Source: an optimization exercise on an open RTL-to-GDS flow (aim: small area). Production flows keep margins and buffers that such runs may drop. Only simulation tests tie the RTL to the original design; equivalence was not proved. Power figures rest on the tool's default switching activity, not on a simulated workload.

## flow/design.v (module list and top-level ports; edited modules follow where they fit)
// module cl_inv: 3 lines
// module cl_nand2: 3 lines
// module cl_nor2: 3 lines
// module cl_nand3: 3 lines
// module cl_or3: 3 lines
// module cl_xor2: 3 lines
// module cl_xnor2: 3 lines
// module cl_o22ai: 3 lines
// module cl_a22oi: 3 lines
// module cl_a222oi: 3 lines
// module cl_a22o: 3 lines
// module cl_a21oi: 3 lines
// module cl_o21ai: 3 lines
// module cl_a21boi: 3 lines
// module cl_a21o: 3 lines
// module cl_and4bb: 3 lines
// module cl_ha: 4 lines
// module calc1_channel: 1030 lines
// module calc1: 53 lines
module calc1 (
  input  logic        c_clk,
  input  logic        reset,
  input  logic [3:0]  req1_cmd_in,
  input  logic [3:0]  req2_cmd_in,
  input  logic [3:0]  req3_cmd_in,
  input  logic [3:0]  req4_cmd_in,
  input  logic [31:0] req1_data_in,
  input  logic [31:0] req2_data_in,
  input  logic [31:0] req3_data_in,
  input  logic [31:0] req4_data_in,
  output logic [1:0]  out_resp1,
  output logic [1:0]  out_resp2,
  output logic [1:0]  out_resp3,
  output logic [1:0]  out_resp4,
  output logic [31:0] out_data1,
  output logic [31:0] out_data2,
  output logic [31:0] out_data3,
  output logic [31:0] out_data4
);
  // ...
==> flow/flow/run.sh <==
#!/bin/bash
# Standard ORFS layout with two changes:
#  - synthesis may not pick the larger drive strengths of the simple gates the datapath's
#    one-gate modules map to (placement and timing repair later still may), and
#  - ports are buffered with buf_1 instead of the default buffer.
set -euo pipefail
PLAT=$FLOW_HOME/platforms/$FLOW_PLATFORM
LIB=$PLAT/lib/sky130_fd_sc_hd__tt_025C_1v80.lib
BASE=$(sed -n '/^export DONT_USE_CELLS/,/^#/p' $PLAT/config.mk | grep -o 'sky130_fd_sc_hd__[a-z0-9_]*' | tr '\n' ' ')
EXTRA=""
for c in inv a21boi a21oi a22oi a222oi a22o and4bb o22ai o21ai nand2 nand3 or3 nor2 xor2 xnor2 ha a21o; do
  for s in 2 4 8; do
    if grep -q "cell (\"sky130_fd_sc_hd__${c}_$s\")" $LIB; then EXTRA="$EXTRA sky130_fd_sc_hd__${c}_$s"; fi
  done
done
CTS="-sink_clustering_enable -repair_clock_nets -buf_list sky130_fd_sc_hd__clkbuf_8 -sink_clustering_size 30 -sink_clustering_max_diameter 100 -dont_use_dummy_load"
bash standard.sh "DONT_USE_CELLS=$BASE $EXTRA" synth > synth.log 2>&1
bash standard.sh "BUFFER_PORTS_ARGS=-buffer_cell sky130_fd_sc_hd__buf_1" "CTS_ARGS=$CTS" finish > layout.log 2>&1
==> flow/standard.sh <==
#!/bin/bash
# synth_recipe.tcl (not shown) runs the flow's synth.tcl, then flattens the netlist and writes it again
# the make line also repeats each setting of config.mk as NAME=value (left out here)
make -C /OpenROAD-flow-scripts/flow DESIGN_CONFIG=/design/flow/config.mk WORK_HOME=/design/flow/orfs CLKGATE_MAP_FILE= SYNTH_SCRIPT=/design/flow/synth_recipe.tcl "${@:-finish}"
==> flow/config.mk <==
export PLATFORM = sky130hd
export DESIGN_NAME = calc1
export DESIGN_NICKNAME = calc1
export VERILOG_FILES = /design/flow/design.v
export SDC_FILE = /design/flow/constraint.sdc
export NUM_CORES = 4
export LEC_CHECK = 0
export CAP_MARGIN = 20
export CORE_MARGIN = 2
export CORE_UTILIZATION = 65
export SLEW_MARGIN = 20
export SYNTH_HIERARCHICAL = 1
==> flow/constraint.sdc <==
create_clock -name core_clock -period 5.0 [get_ports {c_clk}]
set_input_delay 1.0000 -clock core_clock [delete_from_list [all_inputs] [get_ports {c_clk}]]
set_output_delay 1.0000 -clock core_clock [all_outputs]
set_load 0.01 [all_outputs]
==> flow_summary.yaml, run 1 <==
global_route:
  grtUsageMet1_pct: 55.0
  met2_usage_pct: 64.5
synth:
  synth_cells: 2212
  yosysMostFrequentCell: "o22ai_1"
  synthSimpleGateAreaFrac_pct: 9.89
  synth_area_mm2: 0.0172
  synth_top_area_cell: "o22ai_1"
  synth_edf_count: 12
power:
  p_per_area_mw_per_mm2: 867
  pg_seq_mw: 3.12
  swShare_pct: 57.4
place:
  place_worst_setup_slack_ps: 168
timing:
  fin_hold_ws_ps: 750
  setup_tns_ps: 0
  post-route-period-util_pct: 90.2
  relSlewSlack_pct: 35.3
  rsz0062_at_grt: "false"
clock_tree:
  post_cts_buffers: 0
  clock_latency_ps: 490
  numCtsBuffers: 17
floorplan:
  tap-cell-count: 335
status:
  status: "complete, no violations"
worst_hold_path:
  hp-class: "reg2reg"
worst_setup_path:
  cp-start-kind: "primary input"
route:
  routed-wl-met2_um: 26800
final_layout:
  syn2layout_area_growth_pct: 6.62
==> run 2: changes to the inputs <==
--- a/flow/design.v
+++ b/flow/design.v
@@ -756,127 +756,127 @@
   logic n_o22ai_310;
   cl_o22ai u_o22ai_310 (.A1(n_o22ai_278), .A2(sh[3]), .B1(n_o22ai_270), .B2(shn[3]), .Y(n_o22ai_310));
   logic n_o22ai_311;
   cl_o22ai u_o22ai_311 (.A1(n_o22ai_279), .A2(sh[3]), .B1(n_o22ai_271), .B2(shn[3]), .Y(n_o22ai_311));
   logic n_o22ai_312;
   cl_o22ai u_o22ai_312 (.A1(n_o22ai_280), .A2(sh[3]), .B1(n_o22ai_272), .B2(shn[3]), .Y(n_o22ai_312));
   logic n_o22ai_313;
   cl_o22ai u_o22ai_313 (.A1(n_o22ai_281), .A2(sh[3]), .B1(n_o22ai_273), .B2(shn[3]), .Y(n_o22ai_313));
-  logic n_a22oi_314;
-  cl_a22oi u_a22oi_314 (.A1(n_nor2_282), .A2(g0), .B1(n_xor2_42), .B2(sel_sum), .Y(n_a22oi_314));
-  logic n_a22oi_315;
-  cl_a22oi u_a22oi_315 (.A1(data_i[0]), .A2(sel_n), .B1(data_i[31]), .B2(sel_r), .Y(n_a22oi_315));
+  logic n_a222oi_314;
+  cl_a222oi u_a222oi_314 (.A1(n_nor2_282), .A2(g0), .B1(n_xor2_42), .B2(sel_sum), .C1(data_i[0]), .C2(sel_n), .Y(n_a222oi_314));
+  logic n_nand2_315;
+  cl_nand2 u_nand2_315 (.A(data_i[31]), .B(sel_r), .Y(n_nand2_315));
   logic n_nand2_316;
-  cl_nand2 u_nand2_316 (.A(n_a22oi_315), .B(n_a22oi_314), .Y(n_nand2_316));
+  cl_nand2 u_nand2_316 (.A(n_nand2_315), .B(n_a222oi_314), .Y(n_nand2_316));
   assign r_d[0] = n_nand2_316;
-  logic n_a22oi_317;
-  cl_a22oi u_a22oi_317 (.A1(n_nor2_283), .A2(g0), .B1(n_xor2_43), .B2(sel_sum), .Y(n_a22oi_317));
-  logic n_a22oi_318;
-  cl_a22oi u_a22oi_318 (.A1(data_i[1]), .A2(sel_n), .B1(data_i[30]), .B2(sel_r), .Y(n_a22oi_318));
+  logic n_a222oi_317;
+  cl_a222oi u_a222oi_317 (.A1(n_nor2_283), .A2(g0), .B1(n_xor2_43), .B2(sel_sum), .C1(data_i[1]), .C2(sel_n), .Y(n_a222oi_317));
+  logic n_nand2_318;
+  cl_nand2 u_nand2_318 (.A(data_i[30]), .B(sel_r), .Y(n_nand2_318));
   logic n_nand2_319;
-  cl_nand2 u_nand2_319 (.A(n_a22oi_318), .B(n_a22oi_317), .Y(n_nand2_319));
+  cl_nand2 u_nand2_319 (.A(n_nand2_318), .B(n_a222oi_317), .Y(n_nand2_319));
   assign r_d[1] = n_nand2_319;
-  logic n_a22oi_320;
-  cl_a22oi u_a22oi_320 (.A1(n_nor2_284), .A2(g0), .B1(n_xor2_44), .B2(sel_sum), .Y(n_a22oi_320));
-  logic n_a22oi_321;
-  cl_a22oi u_a22oi_321 (.A1(data_i[2]), .A2(sel_n), .B1(data_i[29]), .B2(sel_r), .Y(n_a22oi_321));
+  logic n_a222oi_320;
+  cl_a222oi u_a222oi_320 (.A1(n_nor2_284), .A2(g0), .B1(n_xor2_44), .B2(sel_sum), .C1(data_i[2]), .C2(sel_n), .Y(n_a222oi_320));
+  logic n_nand2_321;
+  cl_nand2 u_nand2_321 (.A(data_i[29]), .B(sel_r), .Y(n_nand2_321));
   logic n_nand2_322;
-  cl_nand2 u_nand2_322 (.A(n_a22oi_321), .B(n_a22oi_320), .Y(n_nand2_322));
+  cl_nand2 u_nand2_322 (.A(n_nand2_321), .B(n_a222oi_320), .Y(n_nand2_322));
   assign r_d[2] = n_nand2_322;
-  logic n_a22oi_323;
-  cl_a22oi u_a22oi_323 (.A1(n_nor2_285), .A2(g0), .B1(n_xor2_45), .B2(sel_sum), .Y(n_a22oi_323));
-  logic n_a22oi_324;
-  cl_a22oi u_a22oi_324 (.A1(data_i[3]), .A2(sel_n), .B1(data_i[28]), .B2(sel_r), .Y(n_a22oi_324));
+  logic n_a222oi_323;
+  cl_a222oi u_a222oi_323 (.A1(n_nor2_285), .A2(g0), .B1(n_xor2_45), .B2(sel_sum), .C1(data_i[3]), .C2(sel_n), .Y(n_a222oi_323));
+  logic n_nand2_324;
+  cl_nand2 u_nand2_324 (.A(data_i[28]), .B(sel_r), .Y(n_nand2_324));
   logic n_nand2_325;
-  cl_nand2 u_nand2_325 (.A(n_a22oi_324), .B(n_a22oi_323), .Y(n_nand2_325));
+  cl_nand2 u_nand2_325 (.A(n_nand2_324), .B(n_a222oi_323), .Y(n_nand2_325));
   assign r_d[3] = n_nand2_325;
-  logic n_a22oi_326;
-  cl_a22oi u_a22oi_326 (.A1(n_nor2_286), .A2(g0), .B1(n_xor2_57), .B2(sel_sum), .Y(n_a22oi_326));
-  logic n_a22oi_327;
-  cl_a22oi u_a22oi_327 (.A1(data_i[4]), .A2(sel_n), .B1(data_i[27]), .B2(sel_r), .Y(n_a22oi_327));
+  logic n_a222oi_326;
+  cl_a222oi u_a222oi_326 (.A1(n_nor2_286), .A2(g0), .B1(n_xor2_57), .B2(sel_sum), .C1(data_i[4]), .C2(sel_n), .Y(n_a222oi_326));
+  logic n_nand2_327;
+  cl_nand2 u_nand2_327 (.A(data_i[27]), .B(sel_r), .Y(n_nand2_327));
   logic n_nand2_328;
-  cl_nand2 u_nand2_328 (.A(n_a22oi_327), .B(n_a22oi_326), .Y(n_nand2_328));
+  cl_nand2 u_nand2_328 (.A(n_nand2_327), .B(n_a222oi_326), .Y(n_nand2_328));
   assign r_d[4] = n_nand2_328;
-  logic n_a22oi_329;
-  cl_a22oi u_a22oi_329 (.A1(n_nor2_287), .A2(g0), .B1(n_xor2_58), .B2(sel_sum), .Y(n_a22oi_329));
-  logic n_a22oi_330;
-  cl_a22oi u_a22oi_330 (.A1(data_i[5]), .A2(sel_n), .B1(data_i[26]), .B2(sel_r), .Y(n_a22oi_330));
+  logic n_a222oi_329;
+  cl_a222oi u_a222oi_329 (.A1(n_nor2_287), .A2(g0), .B1(n_xor2_58), .B2(sel_sum), .C1(data_i[5]), .C2(sel_n), .Y(n_a222oi_329));
+  logic n_nand2_330;
+  cl_nand2 u_nand2_330 (.A(data_i[26]), .B(sel_r), .Y(n_nand2_330));
   logic n_nand2_331;
-  cl_nand2 u_nand2_331 (.A(n_a22oi_330), .B(n_a22oi_329), .Y(n_nand2_331));
+  cl_nand2 u_nand2_331 (.A(n_nand2_330), .B(n_a222oi_329), .Y(n_nand2_331));
   assign r_d[5] = n_nand2_331;
-  logic n_a22oi_332;
-  cl_a22oi u_a22oi_332 (.A1(n_nor2_288), .A2(g0), .B1(n_xor2_59), .B2(sel_sum), .Y(n_a22oi_332));
-  logic n_a22oi_333;
-  cl_a22oi u_a22oi_333 (.A1(data_i[6]), .A2(sel_n), .B1(data_i[25]), .B2(sel_r), .Y(n_a22oi_333));
+  logic n_a222oi_332;
+  cl_a222oi u_a222oi_332 (.A1(n_nor2_288), .A2(g0), .B1(n_xor2_59), .B2(sel_sum), .C1(data_i[6]), .C2(sel_n), .Y(n_a222oi_332));
+  logic n_nand2_333;
+  cl_nand2 u_nand2_333 (.A(data_i[25]), .B(sel_r), .Y(n_nand2_333));
   logic n_nand2_334;
-  cl_nand2 u_nand2_334 (.A(n_a22oi_333), .B(n_a22oi_332), .Y(n_nand2_334));
+  cl_nand2 u_nand2_334 (.A(n_nand2_333), .B(n_a222oi_332), .Y(n_nand2_334));
   assign r_d[6] = n_nand2_334;
-  logic n_a22oi_335;
-  cl_a22oi u_a22oi_335 (.A1(n_nor2_289), .A2(g0), .B1(n_xor2_60), .B2(sel_sum), .Y(n_a22oi_335));
-  logic n_a22oi_336;
-  cl_a22oi u_a22oi_336 (.A1(data_i[7]), .A2(sel_n), .B1(data_i[24]), .B2(sel_r), .Y(n_a22oi_336));
+  logic n_a222oi_335;
+  cl_a222oi u_a222oi_335 (.A1(n_nor2_289), .A2(g0), .B1(n_xor2_60), .B2(sel_sum), .C1(data_i[7]), .C2(sel_n), .Y(n_a222oi_335));
+  logic n_nand2_336;
+  cl_nand2 u_nand2_336 (.A(data_i[24]), .B(sel_r), .Y(n_nand2_336));
   logic n_nand2_337;
-  cl_nand2 u_nand2_337 (.A(n_a22oi_336), .B(n_a22oi_335), .Y(n_nand2_337));
+  cl_nand2 u_nand2_337 (.A(n_nand2_336), .B(n_a222oi_335), .Y(n_nand2_337));
   assign r_d[7] = n_nand2_337;
-  logic n_a22oi_338;
-  cl_a22oi u_a22oi_338 (.A1(n_o22ai_290), .A2(g0), .B1(n_xor2_81), .B2(sel_sum), .Y(n_a22oi_338));
-  logic n_a22oi_339;
-  cl_a22oi u_a22oi_339 (.A1(data_i[8]), .A2(sel_n), .B1(data_i[23]), .B2(sel_r), .Y(n_a22oi_339));
+  logic n_a222oi_338;
+  cl_a222oi u_a222oi_338 (.A1(n_o22ai_290), .A2(g0), .B1(n_xor2_81), .B2(sel_sum), .C1(data_i[8]), .C2(sel_n), .Y(n_a222oi_338));
+  logic n_nand2_339;
+  cl_nand2 u_nand2_339 (.A(data_i[23]), .B(sel_r), .Y(n_nand2_339));
   logic n_nand2_340;
-  cl_nand2 u_nand2_340 (.A(n_a22oi_339), .B(n_a22oi_338), .Y(n_nand2_340));
+  cl_nand2 u_nand2_340 (.A(n_nand2_339), .B(n_a222oi_338), .Y(n_nand2_340));
   assign r_d[8] = n_nand2_340;
-  logic n_a22oi_341;
-  cl_a22oi u_a22oi_341 (.A1(n_o22ai_291), .A2(g0), .B1(n_xor2_82), .B2(sel_sum), .Y(n_a22oi_341));
-  logic n_a22oi_342;
-  cl_a22oi u_a22oi_342 (.A1(data_i[9]), .A2(sel_n), .B1(data_i[22]), .B2(sel_r), .Y(n_a22oi_342));
+  logic n_a222oi_341;
+  cl_a222oi u_a222oi_341 (.A1(n_o22ai_291), .A2(g0), .B1(n_xor2_82), .B2(sel_sum), .C1(data_i[9]), .C2(sel_n), .Y(n_a222oi_341));
+  logic n_nand2_342;
+  cl_nand2 u_nand2_342 (.A(data_i[22]), .B(sel_r), .Y(n_nand2_342));
   logic n_nand2_343;
-  cl_nand2 u_nand2_343 (.A(n_a22oi_342), .B(n_a22oi_341), .Y(n_nand2_343));
+  cl_nand2 u_nand2_343 (.A(n_nand2_342), .B(n_a222oi_341), .Y(n_nand2_343));
   assign r_d[9] = n_nand2_343;
-  logic n_a22oi_344;
-  cl_a22oi u_a22oi_344 (.A1(n_o22ai_292), .A2(g0), .B1(n_xor2_83), .B2(sel_sum), .Y(n_a22oi_344));
-  logic n_a22oi_345;
-  cl_a22oi u_a22oi_345 (.A1(data_i[10]), .A2(sel_n), .B1(data_i[21]), .B2(sel_r), .Y(n_a22oi_345));
+  logic n_a222oi_344;
+  cl_a222oi u_a222oi_344 (.A1(n_o22ai_292), .A2(g0), .B1(n_xor2_83), .B2(sel_sum), .C1(data_i[10]), .C2(sel_n), .Y(n_a222oi_344));
+  logic n_nand2_345;
+  cl_nand2 u_nand2_345 (.A(data_i[21]), .B(sel_r), .Y(n_nand2_345));
   logic n_nand2_346;
-  cl_nand2 u_nand2_346 (.A(n_a22oi_345), .B(n_a22oi_344), .Y(n_nand2_346));
+  cl_nand2 u_nand2_346 (.A(n_nand2_345), .B(n_a222oi_344), .Y(n_nand2_346));
   assign r_d[10] = n_nand2_346;
-  logic n_a22oi_347;
-  cl_a22oi u_a22oi_347 (.A1(n_o22ai_293), .A2(g0), .B1(n_xor2_84), .B2(sel_sum), .Y(n_a22oi_347));
-  logic n_a22oi_348;
-  cl_a22oi u_a22oi_348 (.A1(data_i[11]), .A2(sel_n), .B1(data_i[20]), .B2(sel_r), .Y(n_a22oi_348));
+  logic n_a222oi_347;
+  cl_a222oi u_a222oi_347 (.A1(n_o22ai_293), .A2(g0), .B1(n_xor2_84), .B2(sel_sum), .C1(data_i[11]), .C2(sel_n), .Y(n_a222oi_347));
+  logic n_nand2_348;
+  cl_nand2 u_nand2_348 (.A(data_i[20]), .B(sel_r), .Y(n_nand2_348));
   logic n_nand2_349;
-  cl_nand2 u_nand2_349 (.A(n_a22oi_348), .B(n_a22oi_347), .Y(n_nand2_349));
+  cl_nand2 u_nand2_349 (.A(n_nand2_348), .B(n_a222oi_347), .Y(n_nand2_349));
   assign r_d[11] = n_nand2_349;
-  logic n_a22oi_350;
-  cl_a22oi u_a22oi_350 (.A1(n_o22ai_294), .A2(g0), .B1(n_xor2_85), .B2(sel_sum), .Y(n_a22oi_350));
-  logic n_a22oi_351;
-  cl_a22oi u_a22oi_351 (.A1(data_i[12]), .A2(sel_n), .B1(data_i[19]), .B2(sel_r), .Y(n_a22oi_351));
+  logic n_a222oi_350;
+  cl_a222oi u_a222oi_350 (.A1(n_o22ai_294), .A2(g0), .B1(n_xor2_85), .B2(sel_sum), .C1(data_i[12]), .C2(sel_n), .Y(n_a222oi_350));
+  logic n_nand2_351;
+  cl_nand2 u_nand2_351 (.A(data_i[19]), .B(sel_r), .Y(n_nand2_351));
   logic n_nand2_352;
-  cl_nand2 u_nand2_352 (.A(n_a22oi_351), .B(n_a22oi_350), .Y(n_nand2_352));
+  cl_nand2 u_nand2_352 (.A(n_nand2_351), .B(n_a222oi_350), .Y(n_nand2_352));
   assign r_d[12] = n_nand2_352;
-  logic n_a22oi_353;
-  cl_a22oi u_a22oi_353 (.A1(n_o22ai_295), .A2(g0), .B1(n_xor2_86), .B2(sel_sum), .Y(n_a22oi_353));
-  logic n_a22oi_354;
-  cl_a22oi u_a22oi_354 (.A1(data_i[13]), .A2(sel_n), .B1(data_i[18]), .B2(sel_r), .Y(n_a22oi_354));
+  logic n_a222oi_353;
+  cl_a222oi u_a222oi_353 (.A1(n_o22ai_295), .A2(g0), .B1(n_xor2_86), .B2(sel_sum), .C1(data_i[13]), .C2(sel_n), .Y(n_a222oi_353));
+  logic n_nand2_354;
+  cl_nand2 u_nand2_354 (.A(data_i[18]), .B(sel_r), .Y(n_nand2_354));
   logic n_nand2_355;
-  cl_nand2 u_nand2_355 (.A(n_a22oi_354), .B(n_a22oi_353), .Y(n_nand2_355));
+  cl_nand2 u_nand2_355 (.A(n_nand2_354), .B(n_a222oi_353), .Y(n_nand2_355));
   assign r_d[13] = n_nand2_355;
-  logic n_a22oi_356;
-  cl_a22oi u_a22oi_356 (.A1(n_o22ai_296), .A2(g0), .B1(n_xor2_111), .B2(sel_sum), .Y(n_a22oi_356));
-  logic n_a22oi_357;
-  cl_a22oi u_a22oi_357 (.A1(data_i[14]), .A2(sel_n), .B1(data_i[17]), .B2(sel_r), .Y(n_a22oi_357));
+  logic n_a222oi_356;
+  cl_a222oi u_a222oi_356 (.A1(n_o22ai_296), .A2(g0), .B1(n_xor2_111), .B2(sel_sum), .C1(data_i[14]), .C2(sel_n), .Y(n_a222oi_356));
+  logic n_nand2_357;
+  cl_nand2 u_nand2_357 (.A(data_i[17]), .B(sel_r), .Y(n_nand2_357));
   logic n_nand2_358;
-  cl_nand2 u_nand2_358 (.A(n_a22oi_357), .B(n_a22oi_356), .Y(n_nand2_358));
+  cl_nand2 u_nand2_358 (.A(n_nand2_357), .B(n_a222oi_356), .Y(n_nand2_358));
   assign r_d[14] = n_nand2_358;
-  logic n_a22oi_359;
-  cl_a22oi u_a22oi_359 (.A1(n_o22ai_297), .A2(g0), .B1(n_xor2_112), .B2(sel_sum), .Y(n_a22oi_359));
-  logic n_a22oi_360;
-  cl_a22oi u_a22oi_360 (.A1(data_i[15]), .A2(sel_n), .B1(data_i[16]), .B2(sel_r), .Y(n_a22oi_360));
+  logic n_a222oi_359;
+  cl_a222oi u_a222oi_359 (.A1(n_o22ai_297), .A2(g0), .B1(n_xor2_112), .B2(sel_sum), .C1(data_i[15]), .C2(sel_n), .Y(n_a222oi_359));
+  logic n_nand2_360;
+  cl_nand2 u_nand2_360 (.A(data_i[16]), .B(sel_r), .Y(n_nand2_360));
   logic n_nand2_361;
-  cl_nand2 u_nand2_361 (.A(n_a22oi_360), .B(n_a22oi_359), .Y(n_nand2_361));
+  cl_nand2 u_nand2_361 (.A(n_nand2_360), .B(n_a222oi_359), .Y(n_nand2_361));
   assign r_d[15] = n_nand2_361;
   logic n_a222oi_362;
   cl_a222oi u_a222oi_362 (.A1(n_o22ai_298), .A2(g0), .B1(n_nor2_282), .B2(g1), .C1(n_xor2_113), .C2(sel_sum), .Y(n_a222oi_362));
   logic n_a22oi_363;
   cl_a22oi u_a22oi_363 (.A1(data_i[16]), .A2(sel_n), .B1(data_i[15]), .B2(sel_r), .Y(n_a22oi_363));
   logic n_nand2_364;
   cl_nand2 u_nand2_364 (.A(n_a22oi_363), .B(n_a222oi_362), .Y(n_nand2_364));
   assign r_d[16] = n_nand2_364;
--- a/flow/flow/run.sh
+++ b/flow/flow/run.sh
@@ -10,9 +10,9 @@
 EXTRA=""
 for c in inv a21boi a21oi a22oi a222oi a22o and4bb o22ai o21ai nand2 nand3 or3 nor2 xor2 xnor2 ha a21o; do
   for s in 2 4 8; do
     if grep -q "cell (\"sky130_fd_sc_hd__${c}_$s\")" $LIB; then EXTRA="$EXTRA sky130_fd_sc_hd__${c}_$s"; fi
   done
 done
 CTS="-sink_clustering_enable -repair_clock_nets -buf_list sky130_fd_sc_hd__clkbuf_8 -sink_clustering_size 30 -sink_clustering_max_diameter 100 -dont_use_dummy_load"
 bash standard.sh "DONT_USE_CELLS=$BASE $EXTRA" synth > synth.log 2>&1
-bash standard.sh "BUFFER_PORTS_ARGS=-buffer_cell sky130_fd_sc_hd__buf_1" "CTS_ARGS=$CTS" finish > layout.log 2>&1
+bash standard.sh "BUFFER_PORTS_ARGS=-buffer_cell sky130_fd_sc_hd__buf_1" "CTS_ARGS=$CTS" RECOVER_POWER=100 finish > layout.log 2>&1
==> run 2 against run 1 <==
Compared with the run above: now fails the layout checks on capacitance limit, slew limit; wire length grew 2.6%; flip-flop and latch count did not move; worst setup slack worse by 290 ps; sequential power barely moved; global-route usage up 0.73 points; core utilization down 0.28 points; fmax decreased by 6.0%; sequential share of layout area is 0.12 points higher; critical path type unchanged; highest routed layer is now met5.
==> flow_summary.yaml, run 2 <==
global_route:
  grt_remaining_overflow: 0
  grt_usage_pct: 41.7
  grt_pass1_vias: 18000
  grt_start_max_net_pins: 34
  antenna_found_initial: 6
  grt_pass1_wl_um: 95800
power:
  pwr-share-seq_pct: 19.4
  finalPower_mw: 16.0
  leakage_nw: 6.76
  clkPwrFrac_pct: 4.8
  swShare_pct: 57.7
  ir_worst_vdd_mv: 0.635
  power_frac_comb_pct: 75.8
  p_sw_mw: 9.21
  p_per_area_mw_per_mm2: 876
  p_int_mw: 6.76
clock_tree:
  cts_resized: 0
  numCtsBuffers: 17
  post_cts_buffers: 0
  cts.sinks: 148
  clock_latency_ps: 470
  clk_root_buffer_cell: "clkbuf_8"
  cts_tree: "yes"
  htree_num_levels: 4
  path_clk_slew_ps: 90
  ctsHoldBuffers: 0
  clockBufferDepth: 2
place:
  place_worst_setup_slack_ps: 178
  gp_congestion: 1.03
  port_buffers: 281
  dp_hpwl_um: 45200
  post-place-cells: 2745
final_layout:
  layout_common_cells: "o22ai_1, nand2_1, xor2_1"
  final_core_util_pct: 70.1
  fillers: 2244
  nets: 2631
  syn2layout_area_growth_pct: 6.39
  final_cells: 2764
  final_common_cell: "o22ai_1"
  drive_gt1_share_pct: 3.13
floorplan:
  coreArea_mm2: 0.0260
  std_cell_rows: 59
  dieArea_mm2: 0.0277
  fp.dieH_um: 166
  initial_core_util_pct: 65.9
  die_x_um: 166
  io_pins: 282
synth:
  synth-main-ff-cell: "dfxtp_1"
  yosysMostFrequentCell: "o22ai_1"
  postSynthAreaPerCell_um2: 7.74
  yosysTopAreaCellShare_pct: 16.5
  synth_cells: 2212
  yosysSeqAreaShare_pct: 18.0
  synth_warnings: 7
  synth_edf_count: 12
  yosys-top-cells-area: "o22ai_1, dfxtp_1, xor2_1"
  ys_top_cells_by_count: "o22ai_1, nand2_1, xor2_1"
  synthArstFlopShare_pct: 0
  synth_area_mm2: 0.0171
  ys_types: 34
  synth_top_area_cell: "o22ai_1"
  synth_seq_cells: 148
  syn_nets: 2414
run:
  maxCapViolations: 4
worst_setup_path:
  cp_data_arrival_time_ps: 5140
  cp-start-kind: "primary input"
  path_buf_inv: 1
  cp_slowest_cell: "o21ai_0"
  crit_chain: "buf_1 > xor2_1 > xor2_1 > a21boi_0 > o21ai_1 > a21oi_1 > o21ai_0 > a21o_1 > a21o_1 > a21o_1 > a21o_1 > a21boi_0 > o21ai_1 > a21oi_1 > o21ai_1 > a21oi_1 > xor2_1 > a222oi_1 > nand2_1"
  worst-path-max-fanout: 4
  cp_slowest_stage_delay_ps: 520
  crit_family: "compound AO/OA/AOI/OAI gates"
  cpMostUsedCell: "a21o_1"
  critPathKind: "in2reg"
  end_kind: "flip-flop"
  worstPathRequired_ps: 5340
status:
  violations: "capacitance limit, slew limit"
  status: "failed layout checks"
timing:
  hold_viol_final: 0
  setup_ws_ps: 202
  max_slew.worst_pin.slew_ps: 1650
  setup_tns_ps: 0
  finalSetupViolations: 0
  drv_slew: 136
  relSlewSlack_pct: -9.74
  max_freq_mhz: 208
  period_minus_slack_ps: 4800
  post-route-period-util_pct: 96.0
  clock_skew_ps: 45.9
  rsz0062_at_grt: "false"
route:
  first_iter_violations: 3505
  routed_wl_um: 62400
  num_vias: 20500
  detail-route-antenna-nets: 0
  drt_first_pass_iters: 14
  drt-vias-per-instance: 7.43
  drt-wirelength-per-cell_um: 22.6
  drc: 0
worst_hold_path:
  hp-class: "reg2reg"
run 2: logic make-up (layout without fill, tap and decap cells):
| kind of cell | Yosys count | after routing | share of synthesized area [%] |
|---|---|---|---|
| simple gates | 460 | 460 | 11.3 |
| mux | 4 | 4 | 0.234 |
| buf+inv | 168 | 383 | 6.52 |
| flops | 148 | 148 | 18.0 |
| xor+xnor | 356 | 356 | 18.2 |
| fa+ha+maj | 56 | 56 | 4.09 |
| other cells | 0 | 2 | 0 |
| compound gates | 1020 | 1020 | 41.6 |
run 2: power by group through the flow:
| stage | logic (mW) | clock network (mW) | registers, mW |
|---|---|---|---|
| finish | 12.1 | 0.768 | 3.09 |
| global route | 12.9 | 0.803 | 3.15 |
| CTS | 11.6 | 0.768 | 3.01 |
| detailed placement | 11.6 | 0 | 3.04 |
| global placement | 11.3 | 0 | 2.99 |
| floorplan | 8.85 | 0 | 2.72 |
run 2: final cells by class:
class	instances	area [µm²]	area share, %
Multi-Input combinational cell	1896	13000	71.1
Timing Repair Buffer	330	1380	7.58
Sequential cell	148	3080	16.9
Tap cell	335	419	2.30
Clock buffer	17	234	1.28
Antenna cell	2	5.00	0.0275
Inverter	36	135	0.742
run 2: metrics by stage:
stage | hold WS (ps) | cell area [µm²]
2_1_floorplan | 638 | 17100
3_3_place_gp | 717 | 18100
3_5_place_dp | 729 | 18100
4_1_cts | 746 | 18300
5_1_grt | 777 | 18200
6_report | 748 | 18200
run 2: worst reg2reg max path: stages (launching register included):
cell	delay, ps
edfxtp_1	690
xor2_1	290
xor2_1	260
a21boi_1	140
o21ai_1	240
a21oi_1	140
o21ai_0	460
a21o_1	280
a21o_1	200
a21o_1	210
a21boi_1	110
o21ai_1	240
a21oi_1	140
o21ai_0	330
a21oi_1	130
xor2_1	170
a222oi_1	360
nand2_1	100
run 2: final timing paths:
kind	start	slack, ps	endpoint	cells after the start
worst max register to register	u_ch1.k_q[0]$_DFFE_PP_	410	u_ch1.r_q[25]$_DFF_P_	17
worst max-delay path	req3_data_in[0]	200	u_ch3.r_q[31]$_DFF_P_	19
worst min-delay path	u_ch1.st_q[1]$_SDFF_PN0_	750	u_ch1.k_q[0]$_DFFE_PP_	2
worst min register to register	u_ch1.st_q[1]$_SDFF_PN0_	750	u_ch1.k_q[0]$_DFFE_PP_	2
run 2: per-module statistics from Yosys, one instance, submodules excluded, a selection:
| module | cell area, µm² | cells inside | times used | flip-flops and latches |
|---|---|---|---|---|
| cl_inv | 3.75 | 1 | 20 | 0 |
| cl_nand2 | 3.75 | 1 | 316 | 0 |
| calc1_channel | 1250 | 102 | 4 | 37 |
| cl_nand3 | 5.00 | 1 | 16 | 0 |
| cl_o21ai | 5.00 | 1 | 100 | 0 |
| cl_a21oi | 5.00 | 1 | 76 | 0 |
run 2: per-layer routing:
metal | part of all wire, % | track usage, % | routed length [µm]
met5 | 0.078 | 0 | 49
met4 | 5.2 | 19.4 | 3230
met3 | 13 | 8.39 | 7960
met2 | 43 | 64.0 | 27000
met1 | 39 | 56.4 | 24200
==> run 3: changes to the inputs <==
--- a/flow/flow/run.sh
+++ b/flow/flow/run.sh
@@ -15,4 +15,4 @@
 done
 CTS="-sink_clustering_enable -repair_clock_nets -buf_list sky130_fd_sc_hd__clkbuf_8 -sink_clustering_size 30 -sink_clustering_max_diameter 100 -dont_use_dummy_load"
 bash standard.sh "DONT_USE_CELLS=$BASE $EXTRA" synth > synth.log 2>&1
-bash standard.sh "BUFFER_PORTS_ARGS=-buffer_cell sky130_fd_sc_hd__buf_1" "CTS_ARGS=$CTS" RECOVER_POWER=100 finish > layout.log 2>&1
+bash standard.sh "BUFFER_PORTS_ARGS=-buffer_cell sky130_fd_sc_hd__buf_1" "CTS_ARGS=$CTS" finish > layout.log 2>&1
==> run 3 against run 2 <==
Compared with the run above: the run now finishes clean; global-route usage unchanged; critical path depth unchanged; flip-flop and latch count unchanged; combinational power about the same; core utilization increased by 0.31 points; fmax increased by 5.5%; cell area increased by 0.44%; clock power about the same; count of clock-buffer cells in the layout unchanged; clock skew increased by 0.56 ps; worst hold slack about the same; critical endpoint is now u_ch4.r_q[31]$_DFF_P_.
==> flow_summary.yaml, run 3 <==
global_route:
  antenna_found_initial: 6
  grt_usage_pct: 41.7
  grt_pass1_wl_um: 95800
  grt_start_max_net_pins: 34
  grt_remaining_overflow: 0
  grt_pass1_vias: 18000
synth:
  ys_types: 34
  yosys-top-cells-area: "o22ai_1, dfxtp_1, xor2_1"
  synthSimpleGateAreaFrac_pct: 11.3
  synth_fa_ha_area_share_pct: 4.09
  synth_seq_cells: 148
  synth_cells: 2212
  ys_top_cells_by_count: "o22ai_1, nand2_1, xor2_1"
  synth_warnings: 7
  yosysSeqAreaShare_pct: 18.0
  synth_area_mm2: 0.0171
  yosysMostFrequentCell: "o22ai_1"
  syn_nets: 2414
  synthMuxAreaShare_pct: 0.234
  synth_xor_area_share_pct: 18.2
  synth_top_area_cell: "o22ai_1"
  postSynthAreaPerCell_um2: 7.74
  synth-main-ff-cell: "dfxtp_1"
  synth_top_family_by_area: "compound AO/OA/AOI/OAI gates"
  synth_edf_count: 12
  synthArstFlopShare_pct: 0
  synth-compound-area-share_pct: 41.6
  yosysTopAreaCellShare_pct: 16.5
place:
  gp_congestion: 1.03
  dp_hpwl_um: 45200
  place_worst_setup_slack_ps: 178
  port_buffers: 281
clock_tree:
  clk_root_buffer_cell: "clkbuf_8"
  path_clk_slew_ps: 70
  ctsHoldBuffers: 0
  post_cts_buffers: 0
  htree_num_levels: 4
  numCtsBuffers: 17
  cts_resized: 0
  cts_tree: "yes"
  cts.sinks: 148
  clock_latency_ps: 470
  clockBufferDepth: 2
final_layout:
  final_core_util_pct: 70.4
  layout_common_cells: "o22ai_1, nand2_1, buf_1"
  syn2layout_area_growth_pct: 6.86
  drive_gt1_share_pct: 3.87
  ff_latch_area_mm2: 0.00308
  multi_input_area_mm2: 0.0130
  final_common_cell: "o22ai_1"
  nets: 2631
  fillers: 2223
worst_setup_path:
  path_buf_inv: 1
  cp_slowest_cell: "a222oi_1"
  critPathKind: "in2reg"
  end_kind: "flip-flop"
  cp_data_arrival_time_ps: 4870
  rrSetupSlack_ps: 550
  worst-path-max-fanout: 4
  timing.rr.start: "u_ch1.k_q[0]$_DFFE_PP_"
  worstPathRequired_ps: 5320
  crit_family: "compound AO/OA/AOI/OAI gates"
  r2r-end: "u_ch1.r_q[31]$_DFF_P_"
  cp-start-kind: "primary input"
  crit_chain: "buf_1 > xor2_1 > xor2_1 > a21boi_1 > o21ai_1 > a21oi_1 > o21ai_1 > a21o_1 > a21o_1 > a21o_1 > a21o_1 > a21boi_1 > o21ai_1 > a21oi_1 > o21ai_1 > a21oi_1 > xor2_1 > a222oi_1 > nand2_1"
  cp_slowest_stage_delay_ps: 350
  reg2reg_depth: 18
route:
  drt-wirelength-per-cell_um: 22.6
  drc: 0
  drt-vias-per-instance: 7.43
  drt_first_pass_iters: 15
  first_iter_violations: 3623
  detail-route-antenna-nets: 0
  routed_wl_um: 62500
  num_vias: 20500
floorplan:
  die_x_um: 166
  dieArea_mm2: 0.0277
  std_cell_rows: 59
  initial_core_util_pct: 65.9
  coreArea_mm2: 0.0260
  io_pins: 282
  fp.dieH_um: 166
timing:
  drv_slew: 0
  post-route-period-util_pct: 91.0
  finalSetupViolations: 0
  setup_tns_ps: 0
  setup_ws_ps: 450
  period_minus_slack_ps: 4550
  fin_hold_ws_ps: 748
  max_freq_mhz: 220
  max_slew.worst_pin.slew_ps: 933
  clock_skew_ps: 46.5
  hold_viol_final: 0
  relSlewSlack_pct: 37.7
  rsz0062_at_grt: "false"
worst_hold_path:
  hp-class: "reg2reg"
  hp-start: "u_ch1.st_q[1]$_SDFF_PN0_"
  holdPathStages: 2
  whs_endpoint: "u_ch1.k_q[1]$_DFFE_PP_"
power:
  leakage_nw: 6.82
  ir_worst_vdd_mv: 0.646
  p_per_area_mw_per_mm2: 875
status:
  status: "complete, no violations"
run:
  maxCapViolations: 0
==> run 3: cell types whose count changed in the layout (fill, tap and decap cells not counted), sizes merged <==
| cell | delta |
|---|---|
| clkbuf | -14 |
| buf | +14 |
==> run 3: through the flow <==
stage	instance area (µm²)	power, mW	cells
CTS	18300	15.4	2762
global route	18300	16.9	2764
floorplan	17100	11.6	2212
finish	18300	16.0	2764
detailed placement	18100	14.6	2745
global placement	18100	14.3	2745
==> run 3: layout make-up <==
type	count	area share, %
Inverter	36	0.738
Sequential cell	148	16.8
Multi-Input combinational cell	1896	71.0
Tap cell	335	2.29
Antenna cell	2	0.0273
Timing Repair Buffer	330	7.77
Clock buffer	17	1.28
==> run 3: kinds of logic after synthesis <==
| family | Yosys count |
|---|---|
| buf+inv | 168 |
| compound gates | 1020 |
| flops | 148 |
| xor+xnor | 356 |
| simple gates | 460 |
| mux | 4 |
| fa+ha+maj | 56 |
==> run 3: power breakdown <==
part	total, mW	switching, mW	internal (mW)
Sequential	3.10	1.22	1.89
Clock	0.769	0.468	0.302
Combinational	12.1	7.54	4.60
Total	16.0	9.23	6.79
==> run 3: metal layers <==
layer  wire length [µm]  up-vias  global-route usage, %
met1              24200     9471                   56.4
met5                 49        -                      0
li1                   -     9174                      -
met2              27100     1597                   64.0
met3               8010      282                   8.39
met4               3070        8                   19.4
==> run 3: worst max-delay path by stage <==
stage,from,endpoint,slack [ps],cells after the start
after CTS,req4_data_in[0],u_ch4.r_q[31]$_DFF_P_,620,19
after detailed placement,req4_data_in[0],u_ch4.r_q[31]$_DFF_P_,180,19
after floorplan,u_ch1.k_q[0]$_DFFE_PP_,out_data1[0],150,4
after global placement,req4_data_in[0],u_ch4.r_q[31]$_DFF_P_,310,19
after global routing,req4_data_in[0],u_ch4.r_q[31]$_DFF_P_,150,19
final,req4_data_in[0],u_ch4.r_q[31]$_DFF_P_,450,19
==> run 3: modules after synthesis, one instance, submodules excluded, excerpt <==
module         flip-flops and latches  cell area, µm²
cl_inv                              0            3.75
cl_a21o                             0            7.51
cl_xor2                             0            8.76
cl_a222oi                           0            10.0
cl_nand2                            0            3.75
cl_a21boi                           0            7.51
calc1_channel                      37            1250
cl_a22o                             0            8.76
cl_a22oi                            0            7.51
==> run 3: worst reg2reg max path, delay by kind of cell (launching register included) <==
family,cells,cell delay [ps]
flops,1,700
simple gates,1,80
compound gates,14,2870
xor+xnor,3,710

==> separate check: timing with driven ports <==
How much do the figures lean on ideal ports? The routed layouts below were timed once more, with nothing changed but the port constraints. Step 1, drivers: a clkbuf_16 drives c_clk and a buf_2 each remaining input, both assumed. Step 2 times the ports against the registers' clock, not the clock port: input delays grow and output delays shrink by t, the midpoint of the rising clock arrivals with the driver on. a / b / c = ideal / step 1 / step 2; a / b = the first two.
run	t (ns)	slack for setup (ns)	worst hold slack (ns)	latest minus earliest clock arrival (ns)	cell pins on the clock port's net
run 1	0.510	0.490 / 0.519 / 0.008	0.750 / 0.750 / 0.750	0.051 / 0.051	1
run 2	0.500	0.202 / 0.220 / -0.280	0.748 / 0.748 / 0.748	0.046 / 0.046	1
run 3	0.501	0.450 / 0.455 / -0.046	0.748 / 0.748 / 0.748	0.047 / 0.046	1
For run 3, which loses most, drivers alone change the setup slack by +0.005 ns; drivers and shift together by -0.496 ns.
